What follows belongs to an exercise in optimizing a design on an open flow for small area; a production flow would make more cautious choices.
Function was checked by simulation only, so behaviour that the tests miss may differ from the original.
Power figures rest on the tool's default switching activity, not on a simulated workload.

==> inputs of v31 <==
==> flow/design.v <==
`default_nettype none
module wb_regfile #(
  parameter int DATA_W = 32,
  parameter int ADDR_W = 5,
  parameter int DEPTH  = 32
) (
  input  logic              clk,
  input  logic              rst,
  input  logic [1:0]        wbIn,
  input  logic [DATA_W-1:0] readDataIn,
  input  logic [DATA_W-1:0] resultIn,
  input  logic [ADDR_W-1:0] registerRdIn,
  input  logic [ADDR_W-1:0] readReg1,
  input  logic [ADDR_W-1:0] readReg2,
  output logic [DATA_W-1:0] readData1,
  output logic [DATA_W-1:0] readData2,
  output logic [DATA_W-1:0] wbData,
  output logic              wbEnable,
  output logic [31:0]       writeCount
);
  localparam logic [ADDR_W-1:0] ZERO_IDX = '0;
  logic [DATA_W-1:0] regs [DEPTH];
  logic [31:0]       write_count;
  logic [DATA_W-1:0] wb_data;
  logic              wb_enable;
  always_comb begin
    wb_data   = wbIn[0] ? readDataIn : resultIn;
    wb_enable = wbIn[1] && (registerRdIn != ZERO_IDX) && rst;
  end
  always_ff @(posedge clk) begin
    if (!rst) begin
      for (int i = 0; i < DEPTH; i++) begin
        regs[i] <= '0;
      end
      write_count <= '0;
    end else if (wb_enable) begin
      regs[registerRdIn] <= wb_data;
      write_count        <= write_count + 32'd1;
    end
  end
  always_comb begin
    if (readReg1 == ZERO_IDX) begin
      readData1 = '0;
    end else if (wb_enable && (readReg1 == registerRdIn)) begin
      readData1 = wb_data;
    end else begin
      readData1 = regs[readReg1];
    end
    if (readReg2 == ZERO_IDX) begin
      readData2 = '0;
    end else if (wb_enable && (readReg2 == registerRdIn)) begin
      readData2 = wb_data;
    end else begin
      readData2 = regs[readReg2];
    end
  end
  assign wbData     = wb_data;
  assign wbEnable   = wb_enable;
  assign writeCount = write_count;
endmodule
`default_nettype wire
==> flow/run.sh <==
#!/bin/bash
# synth_recipe.tcl (not shown) runs the flow's synth.tcl, then flattens the netlist and writes it again
# the make line also repeats each setting of config.mk as NAME=value (left out here)
make -C /OpenROAD-flow-scripts/flow DESIGN_CONFIG=/design/flow/config.mk WORK_HOME=/design/flow/orfs CLKGATE_MAP_FILE= SYNTH_SCRIPT=/design/flow/synth_recipe.tcl finish
==> flow/config.mk <==
export PLATFORM = sky130hd
export DESIGN_NAME = wb_regfile
export DESIGN_NICKNAME = wb_regfile
export VERILOG_FILES = /design/flow/design.v
export SDC_FILE = /design/flow/constraint.sdc
export NUM_CORES = 4
export LEC_CHECK = 0
export CAP_MARGIN = 20
export CORE_MARGIN = 2
export CORE_UTILIZATION = 40
export SLEW_MARGIN = 20
==> flow/constraint.sdc <==
create_clock -name core_clock -period 6.0 [get_ports {clk}]
set_input_delay 1.2000 -clock core_clock [delete_from_list [all_inputs] [get_ports {clk}]]
set_output_delay 1.2000 -clock core_clock [all_outputs]
set_load 0.01 [all_outputs]
==> inputs of v2, as changes to v31 <==
==> flow/design.v, changed modules only <==
module wb_regfile #(
  parameter int DATA_W = 32,
  parameter int ADDR_W = 5,
  parameter int DEPTH  = 32
) (
  input  logic              clk,
  input  logic              rst,
  input  logic [1:0]        wbIn,
  input  logic [DATA_W-1:0] readDataIn,
  input  logic [DATA_W-1:0] resultIn,
  input  logic [ADDR_W-1:0] registerRdIn,
  input  logic [ADDR_W-1:0] readReg1,
  input  logic [ADDR_W-1:0] readReg2,
  output logic [DATA_W-1:0] readData1,
  output logic [DATA_W-1:0] readData2,
  output logic [DATA_W-1:0] wbData,
  output logic              wbEnable,
  output logic [31:0]       writeCount
);
  logic [DATA_W-1:0] regs_q [1:DEPTH-1];
  logic              phase;
  logic [31:0]       write_count;
  logic [DATA_W-1:0] wb_data;
  logic              wb_enable;
  logic [DATA_W-1:0] col;
  logic [DEPTH-1:1]  row_sel;
  logic [DEPTH-1:1]  row_sel_n;
  always_comb begin
    wb_data   = wbIn[0] ? readDataIn : resultIn;
    wb_enable = wbIn[1] && (registerRdIn != '0) && rst;
  end
  always_comb begin
    col = rst ? (wb_data ^ {DATA_W{phase}}) : '1;
    for (int i = 1; i < DEPTH; i++) begin
      row_sel[i]   = (wb_enable && (registerRdIn == i[ADDR_W-1:0])) || !rst;
      row_sel_n[i] = !row_sel[i];
    end
  end
  always_ff @(posedge clk) begin
    phase <= rst ? !phase : 1'b0;
  end
  for (genvar i = 1; i < DEPTH; i++) begin : g_row
    wb_regfile_row #(.DATA_W(DATA_W)) u_row (
      .clk   (clk),
      .sel   (row_sel[i]),
      .sel_n (row_sel_n[i]),
      .col   (col),
      .q     (regs_q[i])
    );
  end
  always_ff @(posedge clk) begin
    write_count <= rst ? (write_count + {31'd0, wb_enable}) : 32'd0;
  end
  logic [DEPTH-1:0][DATA_W-1:0] rd_in;
  logic [DEPTH-1:0]             rd_sel1, rd_sel2;
  logic                         rd_inv1, rd_inv2;
  always_comb begin
    rd_in[0] = col;
    for (int i = 1; i < DEPTH; i++) rd_in[i] = regs_q[i];
  end
  function automatic logic [DEPTH-1:0] read_sel(input logic [ADDR_W-1:0] ra);
    logic byp;
    byp = wb_enable && (ra == registerRdIn);
    read_sel[0] = byp;
    for (int i = 1; i < DEPTH; i++) read_sel[i] = !byp && (ra == i[ADDR_W-1:0]);
  endfunction
  always_comb begin
    rd_sel1 = read_sel(readReg1);
    rd_sel2 = read_sel(readReg2);
    rd_inv1 = phase && (readReg1 != '0);
    rd_inv2 = phase && (readReg2 != '0);
  end
  wb_regfile_rdmux #(.DATA_W(DATA_W), .N(DEPTH)) u_rd1 (
    .sel(rd_sel1), .d(rd_in), .inv(rd_inv1), .y(readData1)
  );
  wb_regfile_rdmux #(.DATA_W(DATA_W), .N(DEPTH)) u_rd2 (
    .sel(rd_sel2), .d(rd_in), .inv(rd_inv2), .y(readData2)
  );
  assign wbData     = wb_data;
  assign wbEnable   = wb_enable;
  assign writeCount = write_count;
endmodule
module wb_regfile_row #(
  parameter int DATA_W = 32
) (
  input  logic              clk,
  input  logic              sel,
  input  logic              sel_n,
  input  logic [DATA_W-1:0] col,
  output logic [DATA_W-1:0] q
);
  always_ff @(posedge clk) begin
    q <= ~((q | {DATA_W{sel}}) & ({DATA_W{sel_n}} | col));
  end
endmodule
module wb_regfile_rdmux #(
  parameter int DATA_W = 32,
  parameter int N      = 32
) (
  input  logic [N-1:0]             sel,
  input  logic [N-1:0][DATA_W-1:0] d,
  input  logic                     inv,
  output logic [DATA_W-1:0]        y
);
  always_comb begin
    y = '0;
    for (int i = 0; i < N; i++) y = y | (d[i] & {DATA_W{sel[i]}});
    y = y ^ {DATA_W{inv}};
  end
endmodule
--- a/flow/config.mk
+++ b/flow/config.mk
@@ -11 +11,2 @@
 export SLEW_MARGIN = 20
+export SYNTH_HIERARCHICAL = 1
==> qor summary <==
Outcome: v2 finished with violations; v31 no timing/DRC/antenna violations
Reasons for failing layout checks: v2 setup timing; v31 -
Cell with the largest stage delay on the worst path: v2 sky130_fd_sc_hd__or3b_2; v31 sky130_fd_sc_hd__clkdlybuf4s50_1
Top-area cell type share of the netlist area: v2 48.21%; v31 55.81%
Number of cells on the critical path: v2 12; v31 7
Global-route wire length before repair: v2 295200 um; v31 287500 um
Final worst path period need: v2 6.002 ns; v31 5.763 ns
Bufs w/o clock: v2 796; v31 470
Global-route track usage on met3: v2 17.35%; v31 8.167%
Seq power: v2 8450 uW; v31 8680 uW
Clk pwr: v2 7150 uW; v31 6850 uW
Clk sinks: v2 1025; v31 1056
Minimum setup slack among reg-to-reg paths: v2 3.56 ns; v31 3.69 ns
Worst setup path endpoint: v2 readData2[11]; v31 readData1[5]
Placeable core region: v2 105400 um^2; v31 137200 um^2
Post-placement setup slack: v2 -0.6991 ns; v31 0.2155 ns
R2R Path End: v2 write_count[22]; v31 write_count[28]
Number of signal-net inverters in the final layout: v2 39; v31 40
Final instance count without filler cells: v2 6235; v31 6218
Post-Route Skew: v2 0.01730 ns; v31 0.009459 ns
Fill cells: v2 9466; v31 12060
Detail Route met3 WL: v2 34390 um; v31 26100 um
Mean Syn Cell Area: v2 9.961 um^2; v31 13.32 um^2

[separate check: timing with driven ports]
How much do the figures lean on ideal ports? The routed layouts below were timed once more, with nothing changed but the port constraints. Step 1, drivers: a clkbuf_16 drives clk and a buf_2 each remaining input, both assumed. Step 2 also shifts input and output timing later by t, the mid clock arrival at the registers, as if the neighbouring blocks saw the same clock. Three values: ideal ports, drivers, drivers and shift; two values: the first two.
| run | shift t [ns] | setup WS [ns] | hold WS [ns] | worst setup path at the end | cell pins on the clock port's net |
|---|---|---|---|---|---|
| v31 | 0.786 | 0.237 / 0.205 / 0.205 | 0.508 / 0.508 / 0.508 | input to output | 1 |
| v2 | 0.766 | -0.002 / -0.035 / -0.035 | 0.471 / 0.471 / 0.471 | input to output | 1 |
The setup slack of v2, which loses most, moves by -0.033 ns with the drivers and by -0.033 ns with both steps.
